Background: an optimization exercise with open tools, aiming at small area and few clock cycles. Do not read the settings as production practice. No functional check of the RTL was part of this run. Power is estimated from default activity; no workload was simulated.

File: design.v
package cdf_pkg;
  localparam int FRAME_W     = 16;
  localparam int COEF_W      = 5;
  localparam int CEP_W       = 16;
  localparam int DELTA_W     = 17;
  localparam int CFG_W       = 6;
  localparam int BACK_W      = 4;
  localparam int QUEUE_DEPTH = 4;
  localparam int LEVEL_W     = $clog2(QUEUE_DEPTH + 1);
  localparam logic [CFG_W-1:0] COEF_COUNT_RESET = 6'd13;
  localparam int CMD_W = FRAME_W + COEF_W + DELTA_W + 2 + 2 * BACK_W;
  typedef struct packed {
    logic [FRAME_W-1:0]        frame;
    logic [COEF_W-1:0]         coef;
    logic signed [DELTA_W-1:0] delta;
    logic                      short_err;
    logic                      end_flag;
    logic [BACK_W-1:0]         back_first;
    logic [BACK_W-1:0]         back_last;
  } cmd_t;
endpackage
module cdf_ram #(
  parameter int DATA_W = 16,
  parameter int DEPTH  = 32
) (
  input  logic                                    clk,
  input  logic                                    wr_en,
  input  logic [((DEPTH > 1) ? $clog2(DEPTH) : 1)-1:0] wr_addr,
  input  logic [DATA_W-1:0]                       wr_data,
  input  logic [((DEPTH > 1) ? $clog2(DEPTH) : 1)-1:0] rd_addr,
  output logic [DATA_W-1:0]                       rd_data
);
  logic [DATA_W-1:0] mem [DEPTH];
  logic [DATA_W-1:0] rd_data_r;
  always_ff @(posedge clk) begin
    if (wr_en) begin
      mem[wr_addr] <= wr_data;
    end
    rd_data_r <= mem[rd_addr];
  end
  assign rd_data = rd_data_r;
endmodule
module cdf_queue #(
  parameter int WIDTH = 64,
  parameter int DEPTH = 4
) (
  input  logic                             clk,
  input  logic                             rst_n,
  input  logic                             push,
  input  logic [WIDTH-1:0]                 push_data,
  input  logic                             pop,
  output logic [WIDTH-1:0]                 pop_data,
  output logic                             empty,
  output logic [$clog2(DEPTH + 1)-1:0]     level
);
  localparam int PW = (DEPTH > 1) ? $clog2(DEPTH) : 1;
  localparam int LW = $clog2(DEPTH + 1);
  logic [DEPTH-1:0][WIDTH-1:0] mem_r;
  logic [PW-1:0]               wr_ptr_r, wr_ptr_nxt;
  logic [PW-1:0]               rd_ptr_r, rd_ptr_nxt;
  logic [LW-1:0]               level_r, level_nxt;
  always_comb begin
    wr_ptr_nxt = wr_ptr_r;
    rd_ptr_nxt = rd_ptr_r;
    level_nxt  = level_r;
    if (push) begin
      wr_ptr_nxt = (wr_ptr_r == PW'(DEPTH - 1)) ? '0 : wr_ptr_r + PW'(1);
    end
    if (pop) begin
      rd_ptr_nxt = (rd_ptr_r == PW'(DEPTH - 1)) ? '0 : rd_ptr_r + PW'(1);
    end
    if (push && !pop) begin
      level_nxt = level_r + LW'(1);
    end else if (pop && !push) begin
      level_nxt = level_r - LW'(1);
    end
  end
  always_ff @(posedge clk) begin
    if (!rst_n) begin
      wr_ptr_r <= '0;
      rd_ptr_r <= '0;
      level_r  <= '0;
    end else begin
      wr_ptr_r <= wr_ptr_nxt;
      rd_ptr_r <= rd_ptr_nxt;
      level_r  <= level_nxt;
    end
  end
  always_ff @(posedge clk) begin
    if (push) begin
      mem_r[wr_ptr_r] <= push_data;
    end
  end
  assign pop_data = mem_r[rd_ptr_r];
  assign empty    = (level_r == '0);
  assign level    = level_r;
endmodule
module cdf_front #(
  parameter int MAX_COEFS   = 32,
  parameter int HALF_WINDOW = 2
) (
  input  logic                                          clk,
  input  logic                                          rst_n,
  input  logic                                          push,
  output logic                                          full,
  input  logic signed [cdf_pkg::CEP_W-1:0]              in_cep_value,
  input  logic                                          in_final_frame,
  input  logic                                          cfg_wr_en,
  input  logic [cdf_pkg::CFG_W-1:0]                     cfg_wr_data,
  input  logic [cdf_pkg::LEVEL_W-1:0]                   q_level,
  output logic                                          q_push,
  output cdf_pkg::cmd_t                                 q_cmd,
  output logic [2*HALF_WINDOW:0][cdf_pkg::CEP_W-1:0]    q_vals
);
  localparam int SLOTS = 2 * HALF_WINDOW;
  localparam int HPW   = $clog2(SLOTS);
  localparam int AW    = (MAX_COEFS > 1) ? $clog2(MAX_COEFS) : 1;
  localparam int NW    = ($clog2(MAX_COEFS + 1) > 6) ? $clog2(MAX_COEFS + 1) : 6;
  logic [cdf_pkg::CFG_W-1:0]   coef_count_r;
  logic [cdf_pkg::COEF_W-1:0]  coef_cnt_r, coef_cnt_nxt;
  logic [cdf_pkg::FRAME_W-1:0] frame_cnt_r, frame_cnt_nxt;
  logic [HPW-1:0]              hist_ptr_r, hist_ptr_nxt;
  logic                        enough_r, enough_nxt;
  logic                              s1_valid_r;
  logic [cdf_pkg::FRAME_W-1:0]       s1_frame_r;
  logic [cdf_pkg::COEF_W-1:0]        s1_coef_r;
  logic signed [cdf_pkg::CEP_W-1:0]  s1_cur_r;
  logic                              s1_short_r, s1_lead_r, s1_fin_r, s1_last_r;
  logic [HPW-1:0]                    s1_hp_r;
  logic                              accept;
  logic [NW-1:0]                     active_n;
  logic                              last;
  logic                              short_case;
  logic                              lead_case;
  logic [AW-1:0]                     addr;
  logic [SLOTS-1:0][cdf_pkg::CEP_W-1:0] rd_data;
  assign full   = ({1'b0, q_level} + (cdf_pkg::LEVEL_W + 1)'(s1_valid_r))
                  >= (cdf_pkg::LEVEL_W + 1)'(cdf_pkg::QUEUE_DEPTH);
  assign accept = push && !full;
  always_comb begin
    if (coef_count_r == '0) begin
      active_n = NW'(1);
    end else if (NW'(coef_count_r) > NW'(MAX_COEFS)) begin
      active_n = NW'(MAX_COEFS);
    end else begin
      active_n = NW'(coef_count_r);
    end
  end
  assign last       = (NW'(coef_cnt_r) + NW'(1)) >= active_n;
  assign short_case = !enough_r && (frame_cnt_r < cdf_pkg::FRAME_W'(SLOTS));
  assign lead_case  = !enough_r && (frame_cnt_r == cdf_pkg::FRAME_W'(SLOTS));
  assign addr       = AW'(coef_cnt_r);
  always_comb begin
    coef_cnt_nxt  = coef_cnt_r;
    frame_cnt_nxt = frame_cnt_r;
    hist_ptr_nxt  = hist_ptr_r;
    enough_nxt    = enough_r;
    if (accept) begin
      if (!last) begin
        coef_cnt_nxt = coef_cnt_r + cdf_pkg::COEF_W'(1);
      end else begin
        coef_cnt_nxt = '0;
        if (in_final_frame) begin
          frame_cnt_nxt = '0;
          hist_ptr_nxt  = '0;
          enough_nxt    = 1'b0;
        end else begin
          if (frame_cnt_r >= cdf_pkg::FRAME_W'(SLOTS)) begin
            enough_nxt = 1'b1;
          end
          frame_cnt_nxt = frame_cnt_r + cdf_pkg::FRAME_W'(1);
          hist_ptr_nxt  = (hist_ptr_r == HPW'(SLOTS - 1)) ? '0 : hist_ptr_r + HPW'(1);
        end
      end
    end
  end
  always_ff @(posedge clk) begin
    if (!rst_n) begin
      coef_count_r <= cdf_pkg::COEF_COUNT_RESET;
      coef_cnt_r   <= '0;
      frame_cnt_r  <= '0;
      hist_ptr_r   <= '0;
      enough_r     <= 1'b0;
      s1_valid_r   <= 1'b0;
    end else begin
      if (cfg_wr_en) begin
        coef_count_r <= cfg_wr_data;
      end
      coef_cnt_r  <= coef_cnt_nxt;
      frame_cnt_r <= frame_cnt_nxt;
      hist_ptr_r  <= hist_ptr_nxt;
      enough_r    <= enough_nxt;
      s1_valid_r  <= accept;
    end
  end
  always_ff @(posedge clk) begin
    if (accept) begin
      s1_frame_r <= frame_cnt_r;
      s1_coef_r  <= coef_cnt_r;
      s1_cur_r   <= in_cep_value;
      s1_short_r <= short_case;
      s1_lead_r  <= lead_case;
      s1_fin_r   <= in_final_frame;
      s1_last_r  <= last;
      s1_hp_r    <= hist_ptr_r;
    end
  end
  for (genvar s = 0; s < SLOTS; s++) begin : g_slot
    cdf_ram #(
      .DATA_W (cdf_pkg::CEP_W),
      .DEPTH  (MAX_COEFS)
    ) u_ram (
      .clk     (clk),
      .wr_en   (accept && (hist_ptr_r == HPW'(s))),
      .wr_addr (addr),
      .wr_data (in_cep_value),
      .rd_addr (addr),
      .rd_data (rd_data[s])
    );
  end
  always_comb begin
    logic [HPW:0] sl;
    sl        = '0;
    q_vals[0] = s1_cur_r;
    for (int b = 1; b <= SLOTS; b++) begin
      sl = (HPW + 1)'(s1_hp_r) + (HPW + 1)'(SLOTS - b);
      if (sl >= (HPW + 1)'(SLOTS)) begin
        sl = sl - (HPW + 1)'(SLOTS);
      end
      q_vals[b] = rd_data[sl[HPW-1:0]];
    end
  end
  always_comb begin
    q_cmd.frame     = s1_frame_r;
    q_cmd.coef      = s1_coef_r;
    q_cmd.delta     = s1_short_r ? '0 :
                      $signed({s1_cur_r[cdf_pkg::CEP_W-1], s1_cur_r})
                      - $signed({q_vals[SLOTS][cdf_pkg::CEP_W-1], q_vals[SLOTS]});
    q_cmd.short_err = s1_short_r;
    q_cmd.end_flag  = s1_fin_r && s1_last_r;
    q_cmd.back_first = (s1_short_r || s1_lead_r) ? cdf_pkg::BACK_W'(s1_frame_r)
                                                 : cdf_pkg::BACK_W'(HALF_WINDOW);
    q_cmd.back_last  = s1_fin_r ? '0 : cdf_pkg::BACK_W'(HALF_WINDOW);
  end
  assign q_push = s1_valid_r && !(s1_short_r && !s1_fin_r);
endmodule
module cdf_back #(
  parameter int HALF_WINDOW = 2
) (
  input  logic                                          clk,
  input  logic                                          rst_n,
  input  logic                                          q_empty,
  input  cdf_pkg::cmd_t                                 q_cmd,
  input  logic [2*HALF_WINDOW:0][cdf_pkg::CEP_W-1:0]    q_vals,
  output logic                                          q_pop,
  output logic                                          empty,
  input  logic                                          pop,
  output logic [cdf_pkg::FRAME_W-1:0]                   out_frame_index,
  output logic [cdf_pkg::COEF_W-1:0]                    out_coef_index,
  output logic signed [cdf_pkg::CEP_W-1:0]              out_cep_out,
  output logic signed [cdf_pkg::DELTA_W-1:0]            out_delta_out,
  output logic                                          out_utterance_end,
  output logic                                          out_short_error
);
  localparam int SLOTS = 2 * HALF_WINDOW;
  localparam int BW    = $clog2(SLOTS + 1);
  logic                              mid_r, mid_nxt;
  logic [BW-1:0]                     back_r, back_nxt;
  logic                              out_valid_r, out_valid_nxt;
  logic [cdf_pkg::FRAME_W-1:0]       frame_r;
  logic [cdf_pkg::COEF_W-1:0]        coef_r;
  logic [cdf_pkg::CEP_W-1:0]         cep_r;
  logic signed [cdf_pkg::DELTA_W-1:0] delta_r;
  logic                              end_r, short_r;
  logic          load;
  logic          done;
  logic [BW-1:0] cur_b;
  assign cur_b = mid_r ? back_r : q_cmd.back_first[BW-1:0];
  assign load  = !q_empty && (!out_valid_r || pop);
  assign done  = (cur_b == q_cmd.back_last[BW-1:0]);
  assign q_pop = load && done;
  always_comb begin
    mid_nxt  = mid_r;
    back_nxt = back_r;
    if (load) begin
      mid_nxt  = !done;
      back_nxt = cur_b - BW'(1);
    end
    if (load) begin
      out_valid_nxt = 1'b1;
    end else if (pop) begin
      out_valid_nxt = 1'b0;
    end else begin
      out_valid_nxt = out_valid_r;
    end
  end
  always_ff @(posedge clk) begin
    if (!rst_n) begin
      mid_r       <= 1'b0;
      back_r      <= '0;
      out_valid_r <= 1'b0;
    end else begin
      mid_r       <= mid_nxt;
      back_r      <= back_nxt;
      out_valid_r <= out_valid_nxt;
    end
  end
  always_ff @(posedge clk) begin
    if (load) begin
      frame_r <= q_cmd.frame - cdf_pkg::FRAME_W'(cur_b);
      coef_r  <= q_cmd.coef;
      cep_r   <= q_vals[cur_b];
      delta_r <= q_cmd.delta;
      end_r   <= q_cmd.end_flag && done;
      short_r <= q_cmd.short_err;
    end
  end
  assign empty             = !out_valid_r;
  assign out_frame_index   = frame_r;
  assign out_coef_index    = coef_r;
  assign out_cep_out       = cep_r;
  assign out_delta_out     = delta_r;
  assign out_utterance_end = end_r;
  assign out_short_error   = short_r;
endmodule
module cepstral_delta_features_unit #(
  parameter int MAX_COEFS   = 32,
  parameter int HALF_WINDOW = 2
) (
  input  logic                                clk,
  input  logic                                rst_n,
  input  logic                                push,
  output logic                                full,
  input  logic signed [cdf_pkg::CEP_W-1:0]    in_cep_value,
  input  logic                                in_final_frame,
  output logic                                empty,
  input  logic                                pop,
  output logic [cdf_pkg::FRAME_W-1:0]         out_frame_index,
  output logic [cdf_pkg::COEF_W-1:0]          out_coef_index,
  output logic signed [cdf_pkg::CEP_W-1:0]    out_cep_out,
  output logic signed [cdf_pkg::DELTA_W-1:0]  out_delta_out,
  output logic                                out_utterance_end,
  output logic                                out_short_error,
  input  logic                                cfg_wr_en,
  input  logic [cdf_pkg::CFG_W-1:0]           cfg_wr_data
);
  localparam int SLOTS = 2 * HALF_WINDOW;
  localparam int QW    = cdf_pkg::CMD_W + (SLOTS + 1) * cdf_pkg::CEP_W;
  logic                                 q_push;
  cdf_pkg::cmd_t                        push_cmd;
  logic [SLOTS:0][cdf_pkg::CEP_W-1:0]   push_vals;
  logic [QW-1:0]                        push_data;
  logic [QW-1:0]                        pop_data;
  cdf_pkg::cmd_t                        head_cmd;
  logic [SLOTS:0][cdf_pkg::CEP_W-1:0]   head_vals;
  logic                                 q_pop;
  logic                                 q_empty;
  logic [cdf_pkg::LEVEL_W-1:0]          q_level;
  cdf_front #(
    .MAX_COEFS   (MAX_COEFS),
    .HALF_WINDOW (HALF_WINDOW)
  ) u_front (
    .clk            (clk),
    .rst_n          (rst_n),
    .push           (push),
    .full           (full),
    .in_cep_value   (in_cep_value),
    .in_final_frame (in_final_frame),
    .cfg_wr_en      (cfg_wr_en),
    .cfg_wr_data    (cfg_wr_data),
    .q_level        (q_level),
    .q_push         (q_push),
    .q_cmd          (push_cmd),
    .q_vals         (push_vals)
  );
  assign push_data = {push_cmd, push_vals};
  cdf_queue #(
    .WIDTH (QW),
    .DEPTH (cdf_pkg::QUEUE_DEPTH)
  ) u_queue (
    .clk       (clk),
    .rst_n     (rst_n),
    .push      (q_push),
    .push_data (push_data),
    .pop       (q_pop),
    .pop_data  (pop_data),
    .empty     (q_empty),
    .level     (q_level)
  );
  assign {head_cmd, head_vals} = pop_data;
  cdf_back #(
    .HALF_WINDOW (HALF_WINDOW)
  ) u_back (
    .clk               (clk),
    .rst_n             (rst_n),
    .q_empty           (q_empty),
    .q_cmd             (head_cmd),
    .q_vals            (head_vals),
    .q_pop             (q_pop),
    .empty             (empty),
    .pop               (pop),
    .out_frame_index   (out_frame_index),
    .out_coef_index    (out_coef_index),
    .out_cep_out       (out_cep_out),
    .out_delta_out     (out_delta_out),
    .out_utterance_end (out_utterance_end),
    .out_short_error   (out_short_error)
  );
endmodule
File: run.sh
#!/bin/bash
# synth_recipe.tcl (not shown) runs the flow's synth.tcl, then flattens the netlist and writes it again
# the make line also repeats each setting of config.mk as NAME=value (left out here)
make -C /OpenROAD-flow-scripts/flow DESIGN_CONFIG=/design/flow/config.mk WORK_HOME=/design/flow/orfs CLKGATE_MAP_FILE= SYNTH_SCRIPT=/design/flow/synth_recipe.tcl finish
File: config.mk
export PLATFORM = sky130hd
export DESIGN_NAME = cepstral_delta_features_unit
export DESIGN_NICKNAME = cepstral_delta_features_unit
export VERILOG_FILES = /design/flow/design.v
export SDC_FILE = /design/flow/constraint.sdc
export NUM_CORES = 4
export LEC_CHECK = 0
export CAP_MARGIN = 20
export CORE_MARGIN = 2
export CORE_UTILIZATION = 40
export SLEW_MARGIN = 20
File: constraint.sdc
create_clock -name core_clock -period 5.0 [get_ports {clk}]
set_input_delay 1.0000 -clock core_clock [delete_from_list [all_inputs] [get_ports {clk}]]
set_output_delay 1.0000 -clock core_clock [all_outputs]
set_load 0.01 [all_outputs]
==> summary.txt <==
synthesized netlist by cell type, types with 3 or more instances:
library cell,instances,area (um^2)
a211oi_1,5,37.5
a21oi_1,44,220
a22oi_1,256,1920
a31oi_1,5,31.3
and2_1,7,43.8
and3_1,6,37.5
buf_1,71,267
buf_2,37,185
buf_4,4,30.0
clkbuf_1,268,1010
clkbuf_2,3,15.0
dfxtp_1,107,2140
edfxtp_1,2651,79600
fa_1,3,60.1
ha_1,43,538
inv_1,531,1990
mux2_2,17,191
mux2i_1,92,921
mux4_2,638,14400
nand2_1,363,1360
nand2b_1,10,62.6
nand3_1,39,195
nand3b_1,4,30.0
nand4_1,74,463
nor2_1,167,627
nor2b_1,17,106
nor3_1,20,100
nor3b_1,3,22.5
nor4_1,9,56.3
o21a_1,3,22.5
o21ai_0,212,1060
o21ai_1,15,75.1
o21ba_2,3,30.0
o221ai_1,4,35.0
o22ai_1,345,2160
o31a_1,3,26.3
o31ai_1,23,173
o32ai_1,6,52.6
o41ai_1,4,35.0
or2_2,4,25.0
or3_1,7,43.8
or4_1,6,45.0
xnor2_1,18,158
xor2_1,10,87.6
through the flow:
step | TNS [ps] | hold WS [ps]
5_1_grt | 0 | 527
3_3_place_gp | 0 | 468
3_5_place_dp | 0 | 483
2_1_floorplan | -1865240 | 406
6_report | 0 | 498
4_1_cts | 0 | 501
power by group through the flow:
| stage | clock (mW) | sequential, mW | combinational (mW) |
|---|---|---|---|
| 3_5_place_dp | 0 | 27.3 | 6.93 |
| 5_1_grt | 21.7 | 26.9 | 7.43 |
| 4_1_cts | 20.8 | 26.8 | 6.94 |
| 2_1_floorplan | 0 | 27.2 | 4.30 |
| 3_3_place_gp | 0 | 27.3 | 6.84 |
| 6_report | 20.5 | 26.8 | 6.89 |
metal layers:
metal / routed length (um) / up-vias / track usage
met2: 140000 / 2791 / 0.329
met1: 126000 / 31700 / 0.302
met4: 8240 / 10 / 0.0578
li1: - / 25100 / -
met5: 73 / - / 0
met3: 25100 / 441 / 0.0358
worst register-to-register path, cell delays in order, from the launching register on:
cell	delay, ps
edfxtp_1	410
buf_12	370
mux2i_1	320
nand2_1	100
o21ai_0	290
inv_1	100
ha_1	240
fa_1	430
nand3b_1	240
a211oi_1	320
nor2_1	120
a311oi_1	760
o22ai_1	210
state kept, by name, indices dropped and copies added (netlist names), 2 cells and up:
register                        count
u_front.g_slot.u_ram.rd_data_r     64
u_front.frame_cnt_r                16
u_front.coef_count_r                6
u_queue.mem_r                     504
u_front.s1_coef_r                   5
u_back.frame_r                     16
u_queue.rd_ptr_r                    2
u_back.cep_r                       16
u_back.back_r                       3
u_front.g_slot.u_ram.mem         2048
u_front.s1_frame_r                 16
u_queue.level_r                     3
u_front.coef_cnt_r                  5
u_front.hist_ptr_r                  2
u_front.s1_hp_r                     2
u_front.s1_cur_r                   16
u_back.coef_r                       5
u_queue.wr_ptr_r                    2
u_back.delta_r                     17
final timing paths:
kind | slack [ps] | cells past startpoint | end | from
min reg2reg | 500 | 2 | u_front.coef_count_r[0] | u_front.coef_count_r[0]
min | 500 | 2 | u_front.coef_count_r[0] | u_front.coef_count_r[0]
max reg2reg | 800 | 12 | u_queue.mem_r[228] | u_front.s1_hp_r[1]
max | 800 | 12 | u_queue.mem_r[228] | u_front.s1_hp_r[1]
layout make-up:
type	count	area, um^2	share of cell area
Clock inverter	116	1030	0.00816
Timing Repair Buffer	327	2940	0.0233
Clock buffer	381	7800	0.0619
Sequential cell	2758	81800	0.649
Tap cell	3705	4640	0.0368
Antenna cell	6	15.0	0.000119
Multi-Input combinational cell	2508	25800	0.205
Inverter	534	2010	0.0159
logic make-up after synthesis:
group / share of synthesized area
xor+xnor: 0.00221
buf+inv: 0.0317
compound gates: 0.0540
flops: 0.737
simple gates: 0.0298
mux: 0.140
fa+ha+maj: 0.00539
layout by cell type (no fill, tap or decap), types with 42 or more instances in the layout:
master | netlist | final
a21oi_1 | 44 | 43
a22oi_1 | 256 | 256
buf_4 | 4 | 234
clkbuf_1 | 268 | 72
clkbuf_16 | 0 | 291
clkdlybuf4s50_1 | 0 | 69
clkinv_1 | 2 | 42
dfxtp_1 | 107 | 103
edfxtp_1 | 2651 | 2651
inv_1 | 531 | 529
mux2i_1 | 92 | 91
mux4_2 | 638 | 638
nand2_1 | 363 | 361
nand4_1 | 74 | 74
nor2_1 | 167 | 146
o21ai_0 | 212 | 211
o22ai_1 | 345 | 345
==> impl_metrics.csv <==
group,metric,value,unit
pwr,sequentialPowerShare,0.495,
worst_setup_path,cp-end-kind,"register",
yosys,synth_cells,6184,
cts,postCtsSetupRepairBufs,0,
yosys,ys_types,63,
placed_design,pre_cts_slack,843,ps
floorplanning,die_w,531,um
placed_design,dp_hpwl,175000,um
worst_setup_path,crit_type,"reg -> reg",
sta,slew_headroom,0.213,
sta,fmax,238,MHz
cts,htree_levels,5,
sta,worst_pin_slew,1180,ps
worst_setup_path,slowest_delay,760,ps
worst_setup_path,crit_required,5520,ps
placed_design,gp_congestion,0.809,
cts,numClockSinks,2758,
pwr,clockPowerShare,0.378,
grt,grt_pass1_vias,59500,
cts,cts_buffers,285,
pwr,p_per_area,430,nW/um^2
floorplanning,ioPinCount,86,
cells_and_area,area_growth,13.6,%
cts,clockRootBuffer,"clkbuf_16",
placed_design,place_inst,9831,
grt,grtUsageTotal,0.209,
routing,wl_per_cell,29.0,um
worst_setup_path,crit_fanout,63,
cells_and_area,fin_cells,10300,
yosys,synth_edf_count,2651,
pwr,comb_power_share,0.127,
routing,dr.pass1.iters,6,
sta,finalHoldViolCount,0,
floorplanning,core,276000,um^2
yosys,synth-seq-cells,2758,
placed_design,place_area,117000,um^2
worst_setup_path,crit_buf_inv,2,
cts,cts.path.max_buffers,4,
run,maxCapViolCount,0,
floorplanning,start_util,0.401,
status,status,"complete, no violations",
pwr,internal_power,40.8,mW
routing,vias,60000,
grt,grt_pass1_wl,430000,um
routing,antenna_left,0,
yosys,avgSynthCellArea,17.9,um^2
cells_and_area,final_util,0.456,
routing,drt-initial-drc-count,7705,
pwr,peakVddDrop,0.308,mV
worst_setup_path,crit_family,"compound AO/OA/AOI/OAI gates",
yosys,yosysSeqAreaShare,0.737,
floorplanning,die_area,281000,um^2
hold_path,hold_path_class,"reg -> reg",
pwr,finalPower,54.2,mW
cts,insertion_delay,860,ps
cts,cts_tree,"built",
pwr,switchingPower,13.4,mW
grt,grt_max_degree,169,
grt,antenna_found_initial,17,
yosys,synth_nets,6258,
yosys,yosys_warnings,4,
yosys,synth-async-reset-ratio,0,
yosys,ys.flop_type,"edfxtp_1",
worst_setup_path,crit_path_cell_trace,"buf_12 -> mux2i_1 -> nand2_1 -> o21ai_0 -> inv_1 -> ha_1 -> fa_1 -> nand3b_1 -> a211oi_1 -> nor2_1 -> a311oi_1 -> o22ai_1",
grt,grt_overflow,0,
sta,fin_ws,798,ps
worst_setup_path,crit_slowest_cell,"a311oi_1",
floorplanning,die_y,531,um
sta,fin_skew,63.6,ps
sta,slew_viol_final,0,
routing,wirelength,300000,um
routing,via_per_inst,5.81,
sta,rsz0062_at_grt,"false",
floorplanning,rows,193,
sta,finalSetupViolations,0,
cells_and_area,num-fill-cells,23500,
yosys,synth_area,111000,um^2
worst_setup_path,worstPathArrival,4720,ps
pwr,p_leak,40.6,nW
routing,drcViolationCount,0,
cells_and_area,drive_gt1_frac,0.205,
cts,cts_resized,0,
cts,clkTransAtPathRegs,60,ps
cts,ctsHoldBuffers,0,
placed_design,io_buffers,85,
worst_setup_path,worst_setup_path_start_kind,"register",
cells_and_area,fin_nets,6488,
sta,fin_crit_sh,0.840,
sta,fin_crit,4200,ps
cells_and_area,final_area,126000,um^2
pwr,switching_share,0.247,

-- re-timing with driven ports --
The results above use ideal ports. As a check the final layout listed here was re-extracted and re-timed, cells and wires unchanged. Step 1: set_driving_cell puts a clkbuf_16 on clk and a buf_2 on each other input, an assumption about the parent block. Step 2 also shifts input and output timing later by t, the mid clock arrival at the registers, as if the neighbouring blocks saw the same clock. Three values: ideal, step 1, step 2; two values: the first two.
t (ns): 0.927
setup slack, ns: 0.798 / 0.798 / 0.798
hold WS [ns]: 0.498 / 0.498 / 0.498
pins driven straight from the clock port: 1
After both steps this run still meets setup and hold. For this run, drivers alone change the setup slack by 0.000 ns; drivers and shift together by 0.000 ns.
